From an optimization exercise on the open Yosys and OpenROAD flow, aimed at small area, a short achievable clock period and few clock cycles per item; shortcuts taken in it are not production practice.
In this exercise RTL edits were held to simulation tests only and were not proved equivalent to the original.
Power figures rest on the tool's default switching activity, not on a simulated workload.

== v57 ==
// dual_mode_word_queue
module dual_mode_word_queue #(
  parameter int DEPTH      = 16,
  parameter int WORD_WIDTH = 32
) (
  input  logic                           clk,
  input  logic                           rst,
  input  logic                           cfg_we,
  input  logic [dmwq_pkg::CFG_IDX_W-1:0] cfg_index,
  input  logic [dmwq_pkg::CAP_W-1:0]     cfg_data,
  input  logic                           in_valid,
  output logic                           in_ready,
  input  logic [1:0]                     kind,
  input  logic [WORD_WIDTH-1:0]          data_word,
  input  logic [3:0]                     position,
  output logic                           out_valid,
  input  logic                           out_ready,
  output logic [2:0]                     status,
  output logic [WORD_WIDTH-1:0]          read_word,
  output logic [dmwq_pkg::CAP_W-1:0]     count,
  output logic                           full_res,
  output logic                           empty_res
);
For scale: ~1400 cells after synthesis, ~640 flip-flops, roughly 94 I/O pins, about 0.025 mm^2 of cells after synthesis.
export LEC_CHECK = 0
export ABC_CLOCK_PERIOD_IN_PS = 2000
export CAP_MARGIN = 20
export CORE_MARGIN = 2
export CORE_UTILIZATION = 40
export SETUP_SLACK_MARGIN = 2.6
export SLEW_MARGIN = 20
export SYNTH_HIERARCHICAL = 1
export SYNTH_MINIMUM_KEEP_SIZE = 0
create_clock -name core_clock -period 5.0 [get_ports {clk}]
run.sh (not shown) runs the stock make flow with config.mk's settings and CLKGATE_MAP_FILE= SYNTH_SCRIPT=/design/flow/synth_recipe.tcl, a recipe that flattens the netlist after the stock synthesis.
Testbench counts of v57, summed over its fixed seeds: cycles 10,915, items 10,787.
### v57 -> v2
Settings: an added CTS_CLUSTER_SIZE of 30; a deleted SYNTH_HIERARCHICAL that had been 1; a deleted SYNTH_MINIMUM_KEEP_SIZE that had been 0; a change of SETUP_SLACK_MARGIN from 2.6 to 2.85; an added CTS_CLUSTER_DIAMETER of 60.
==> comparison <==
- [compare] base=v57 new=v2: via count went up by 373; effective utilization at floorplan about even; shortest period the worst path allows now smaller.
- Going from v57 to v2, post-route fraction of the period consumed by the critical path lost 4.8 points; number of inserted diodes now smaller; total setup buffers inserted after CTS shows an increase of 56; peak fanout along the critical path has decreased.
- Compare v57 and v2 | clock power share higher: v57
- Relative to v57, the average instance area after synthesis of v2 is lower by about 1.7%.
- Compared with v57, v2 shows a reported leakage power that is 0.27 nW higher.
- Area of the mapped netlist for v2: 490 um^2 down relative to v57
Input-level comparison between v18 and v2:
Settings: swapping 2.85 for 2.75 in SETUP_SLACK_MARGIN.
Findings:
Between v2 and v18, the total of clock buffers placed in the layout is higher for v2. v2 and v18 ended up with nearly the same clock latency on the worst-skew pair. Going from v2 to v18, first-iteration DRC count increased 23; final design utilization now sits lower.
Edits applied to the flow inputs when going from v18 to v30:
Settings: SETUP_SLACK_MARGIN now 2.7, was 2.75; SYNTH_MINIMUM_KEEP_SIZE now 0, previously not set; SYNTH_HIERARCHICAL now 1, previously not set; CTS_CLUSTER_DIAMETER no longer set, was 60; CTS_CLUSTER_SIZE no longer set, was 30.
==> comparison <==
v30: full flow OK, the timing, design-rule and antenna checks passed. The worst setup path endpoint comes out sk_word[5]$_DFFE_PP_ in one run and u_store.mem[2][16]$_DFFE_PP_ in the other, namely in v30 and v18 respectively. H-tree depth reported by CTS (v30 over v18): increase, 1. v30 reports its highest-delay cell along the critical path as clkdlybuf4s50_1 while v18 reports clkdlybuf4s15_2. Across both runs, ratio of final minimum period to clock period was higher for v30 than for v18. met1 track utilization from global routing, v30 and v18, higher one = v18. Area of the die up 2.0% in v30 wrt v18. In the metrics for v30 and v18, the one carrying the higher met2 layer wire length in the routed design is v18. Going from v18 to v30, total power grows by 0.64 mW. The higher switching part of the total came out of v18.
The following lists how v31 was set up differently from v30:
Settings: an added CTS_CLUSTER_DIAMETER of 60; a change of SETUP_SLACK_MARGIN from 2.7 to 2.8; a deleted SYNTH_HIERARCHICAL that had been 1; an added CTS_CLUSTER_SIZE of 30; a deleted SYNTH_MINIMUM_KEEP_SIZE that had been 0.
Results
v31 closes out successfully: all stages finished, all timing, DRC and antenna checks passed.
Summary of v31 over v30: ratio of cells with drive above 1 in the final layout moved up, flip-flop and latch share of the layout cell area went up 1.2 points.
The final instance area in v31 sits 520 um^2 below the value recorded for v30.
v31 vs. v30: via count went up by about 1.6%.
Looking at worst hold margin, v31 sits 0.021 ns higher than v30 does.

Setup of old:
dual_mode_word_queue again, from the RTL that the note above started with.
==> flow/design.v (excerpt) <==
module dual_mode_word_queue #(
  parameter int DEPTH      = 16,
  parameter int WORD_WIDTH = 32
) (
  input  logic                           clk,
  input  logic                           rst,
  input  logic                           cfg_we,
  input  logic [dmwq_pkg::CFG_IDX_W-1:0] cfg_index,
  input  logic [dmwq_pkg::CAP_W-1:0]     cfg_data,
  input  logic                           in_valid,
  output logic                           in_ready,
  input  logic [1:0]                     kind,
  input  logic [WORD_WIDTH-1:0]          data_word,
  input  logic [3:0]                     position,
  output logic                           out_valid,
  input  logic                           out_ready,
  output logic [2:0]                     status,
  output logic [WORD_WIDTH-1:0]          read_word,
  output logic [dmwq_pkg::CAP_W-1:0]     count,
  output logic                           full_res,
  output logic                           empty_res
);
clock: 5.0 ns
lec_check: 0
abc_clock_period_in_ps: 2000
cap_margin: 20
core_margin: 2
core_utilization: 40
cts_cluster_diameter: 60
cts_cluster_size: 30
setup_slack_margin: 2.75
slew_margin: 20
synth_hierarchical: 1
synth_minimum_keep_size: 0
Testbench counts of old, summed over its fixed seeds: cycles 10,915, items 10,787.
For new, these inputs were changed with respect to old:
--- a/flow/config.mk
+++ b/flow/config.mk
@@ -11,3 +11 @@
-export CORE_UTILIZATION = 40
-export CTS_CLUSTER_DIAMETER = 60
-export CTS_CLUSTER_SIZE = 30
+export CORE_UTILIZATION = 50
Findings:
new completed end to end with timing, DRC and antenna clean.
old tops out at a lower clock frequency than new.
Against old, cell count in new fell by a few percent.
Re global-route usage: new is 5.2 points up on old.
Of new and old, it is new that has the lower multi-input combinational cell count.
Min number of global-route vias before repair across new and old: old
Route | new vs old | wire shorter in new
Taking old as the reference, in new final-layout fill cell count fell about 30%; fraction of layout instances using a drive strength above 1 fell 0.90 points.
Via count: old vs new — no meaningful difference

afterwards: timing with drivers on the ports:
In the flow no input, the clock included, has a driving cell. The finished layouts below were timed again as built, in two steps. Step 1: set_driving_cell puts a clkbuf_16 on clk and a buf_2 on each other input, an assumption about the parent block. Step 2 also shifts input and output timing later by t, the mid clock arrival at the registers, as if the neighbouring blocks saw the same clock. Slacks: ideal ports / drivers / drivers and shift; pairs: ideal ports / drivers.
| run | t, ns | setup WS [ns] | slew at the worst register clock pin (ns) | worst data-port slew with drivers (ns) |
|---|---|---|---|---|
| v57 | 0.636 | 2.589 / 2.576 / 1.985 | 0.07 / 0.07 | 0.05 |
| v2 | 0.653 | 2.830 / 2.775 / 2.233 | 0.11 / 0.11 | 0.04 |
| v18 | 0.656 | 2.782 / 2.727 / 2.153 | 0.11 / 0.11 | 0.05 |
| v30 | 0.637 | 2.738 / 2.697 / 2.135 | 0.06 / 0.06 | 0.04 |
| v31 | 0.653 | 2.799 / 2.740 / 2.215 | 0.11 / 0.11 | 0.04 |
| old | 0.648 | 2.752 / 2.742 / 2.128 | 0.11 / 0.11 | 0.05 |
| new | 0.634 | 2.764 / 2.732 / 2.166 | 0.06 / 0.06 | 0.04 |
After both steps setup and hold are still met in every run listed. The setup slack of v18, which loses most, moves by -0.055 ns with the drivers and by -0.629 ns with both steps.
